This design comes from an exercise in tuning for a short achievable clock period and few clock cycles on the open sky130 flow, not from production work.
In this exercise RTL edits were held to simulation tests only and were not proved equivalent to the original.

==> flow/design.v (excerpt) <==
module mipsCore #(
  parameter int IMEM_DEPTH = 64,
  parameter int DMEM_DEPTH = 64
) (
  input  logic              clk,
  input  logic              rst,
  input  logic              instLoad_i,
  input  mipsPkg::word_t    instAddr_i,
  input  mipsPkg::word_t    instData_i,
  output mipsPkg::word_t    memAddr_o,
  output mipsPkg::word_t    memWriteData_o,
  output logic              memWrite_o,
  output mipsPkg::regAddr_t regAddr_o,
  output mipsPkg::word_t    regWriteData_o,
  output logic              regWrite_o
);
Size in the first run: about 7400 flip-flops, about 170 I/O pins, roughly 340000 sq um of cells after synthesis.
==> flow/config.mk <==
export PLATFORM = sky130hd
export DESIGN_NAME = mipsCore
export DESIGN_NICKNAME = mipsCore
export VERILOG_FILES = /design/flow/design.v
export SDC_FILE = /design/flow/constraint.sdc
export NUM_CORES = 4
export LEC_CHECK = 0
export ABC_CLOCK_PERIOD_IN_PS = 3000
export CAP_MARGIN = 20
export CELL_PAD_IN_SITES_DETAIL_PLACEMENT = 1
export CELL_PAD_IN_SITES_GLOBAL_PLACEMENT = 2
export CORE_MARGIN = 2
export CORE_UTILIZATION = 28
export GPL_ROUTABILITY_DRIVEN = 1
export PLACE_DENSITY = 0.5
export SETUP_SLACK_MARGIN = 4.0
export SLEW_MARGIN = 20
export TNS_END_PERCENT = 100
==> flow/constraint.sdc <==
create_clock -name core_clock -period 7.5 [get_ports {clk}]
set_input_delay 1.5000 -clock core_clock [delete_from_list [all_inputs] [get_ports {clk}]]
set_output_delay 1.5000 -clock core_clock [all_outputs]
set_load 0.01 [all_outputs]
run.sh (not shown) runs the stock make flow with config.mk's settings and CLKGATE_MAP_FILE= SYNTH_SCRIPT=/design/flow/synth_recipe.tcl, a recipe that flattens the netlist after the stock synthesis.
Testbench counts at the start, summed over its fixed seeds: cycles 10,424.
Edit:
--- a/flow/design.v
+++ b/flow/design.v
@@ -105,24 +105,25 @@
   logic [1:0]  dCtr;
   logic        dBV, dBPred;
   logic [4:0]  dBRs, dBRt;
   widx_t       dBPc, dBTgt, dBSucc;
   logic [1:0]  dBCtr;
   logic        eValid, eWr, eLw, eSw, eBeq, ePredT;
   logic [4:0]  eDest;
   logic [31:0] eRA, eRB, eOpB;    
   logic        eFA, eFB;
   logic [4:0]  eS00, eS10, eS01;
   logic        eS11Dbl, eS11Pass, eSLw;
   widx_t       eIdx;
+  widx_t       eIdxN;               
   widx_t       ePc, eTgt, eSucc;
   logic [1:0]  eCtr;
   logic        eBV, eBPred, eFBA, eFBB;
   logic        eBL, eBDepA, eBDepB;    
   logic [31:0] eBRA, eBRB;
   widx_t       eBPc, eBTgt, eBSucc;
   logic [1:0]  eBCtr;
   logic        uValid, u2Valid;
   widx_t       uPc, u2Pc;
   logic [1:0]  uCtr, u2Ctr;
   logic        wBL, wBDepA, wBDepB, wBPred;
   logic [31:0] wBRA, wBRB;
@@ -284,24 +285,25 @@
     eBeq   <= dBeq;
     eS00   <= (!fwdA && !fwdOpB && !dLw) ? dOpOH : 5'd0;
     eS10   <= ( fwdA && !fwdOpB && !dLw) ? dOpOH : 5'd0;
     eS01   <= (!fwdA &&  fwdOpB && !dLw) ? dOpOH : 5'd0;
     eS11Dbl  <= fwdA && fwdOpB && !dLw && dOpOH[0];
     eS11Pass <= fwdA && fwdOpB && !dLw && (dOpOH[2] || dOpOH[3]);
     eSLw   <= dLw;
     eDest  <= dDest;
     eRA    <= dRA;
     eRB    <= dRB;
     eOpB   <= dImm ? dImmV : dRB;
     eIdx   <= dAddrLo[7:2];
+    eIdxN  <= ~dAddrLo[7:2];
     eFA    <= eValid && eWr && eDest == rs;
     eFB    <= eValid && eWr && eDest == rt;
     ePc    <= dPc;
     eTgt   <= dTgt;
     eSucc  <= dSucc;
     ePredT <= dPredT;
     eCtr   <= dCtr;
     eBRA   <= dBA;
     eBRB   <= dBB;
     eFBA   <= eValid && eWr && eDest == dBRs;
     eFBB   <= eValid && eWr && eDest == dBRt;
     eBPc   <= dBPc;
@@ -405,25 +407,28 @@
   always_ff @(posedge clk or posedge rst) begin
     if (rst) begin
       for (int i = 0; i < 64; i++) bp[i] <= 2'b01;
     end else begin
       if (uValid)  bp[uPc]  <= uCtr;
       if (u2Valid) bp[u2Pc] <= u2Ctr;
     end
   end
   logic [31:0] dm [64];
   logic [63:0] dv;
   logic [31:0] eRd;
   logic [31:0] dmRd;
-  assign dmRd = dv[eIdx] ? dm[eIdx] : 32'd0;
+  widx_t       eIdxB;
+  assign eIdxB = ~eIdxN;
+  assign dmRd[15:0]  = dv[eIdx]  ? dm[eIdx][15:0]   : 16'd0;
+  assign dmRd[31:16] = dv[eIdxB] ? dm[eIdxB][31:16] : 16'd0;
   assign eRd = (wSw && wSIdx == eIdx) ? wSd : dmRd;
   assign res = aluOut | ({32{eSLw}} & eRd);
   always_ff @(posedge clk) begin
     if (wSw) dm[wSIdx] <= wSd;
   end
   always_ff @(posedge clk or posedge rst) begin
     if (rst) dv <= '0;
     else if (wSw) dv[wSIdx] <= 1'b1;
   end
   always_ff @(posedge clk or posedge rst) begin
     if (rst) begin
       wWr    <= 1'b0;
Result: Final cell count grows by 0.38%; routed wire length grows by 0.89%; die area barely changes; core utilization barely changes; critical path depth grows by 2; sequential cell count grows by 6; maximum frequency grows by about 0.9%; worst hold slack improves by 0.018 ns.
Testbench counts after the change, summed over its fixed seeds: cycles 10,424.

-- what the ideal ports hide --
No port has a modelled driver above. Below, the same layouts with a new extraction and two added sets of constraints. Step 1 (the two cells are an assumption about what drives the block):
set clk [get_ports {clk}]
set_driving_cell -lib_cell sky130_fd_sc_hd__clkbuf_16 $clk
set_driving_cell -lib_cell sky130_fd_sc_hd__buf_2 [delete_from_list [all_inputs] $clk]
Step 2 times the ports against the registers' clock, not the clock port: input delays grow and output delays shrink by t, the midpoint of the rising clock arrivals with the driver on. a / b / c = no drivers / after step 1 / after step 2; a / b = the first two.
run	shift t [ns]	slack for setup (ns)	worst setup path at the end	worst register clock-pin slew, ns	pins driven straight from the clock port
the first run	1.319	3.224 / 3.224 / 2.784	input to register	0.08 / 0.08	1
the second run	1.327	3.261 / 3.261 / 2.782	input to register	0.07 / 0.07	1
After both steps setup and hold are still met in every run listed. The setup slack of the second run, which loses most, moves by 0.000 ns with the drivers and by -0.479 ns with both steps.
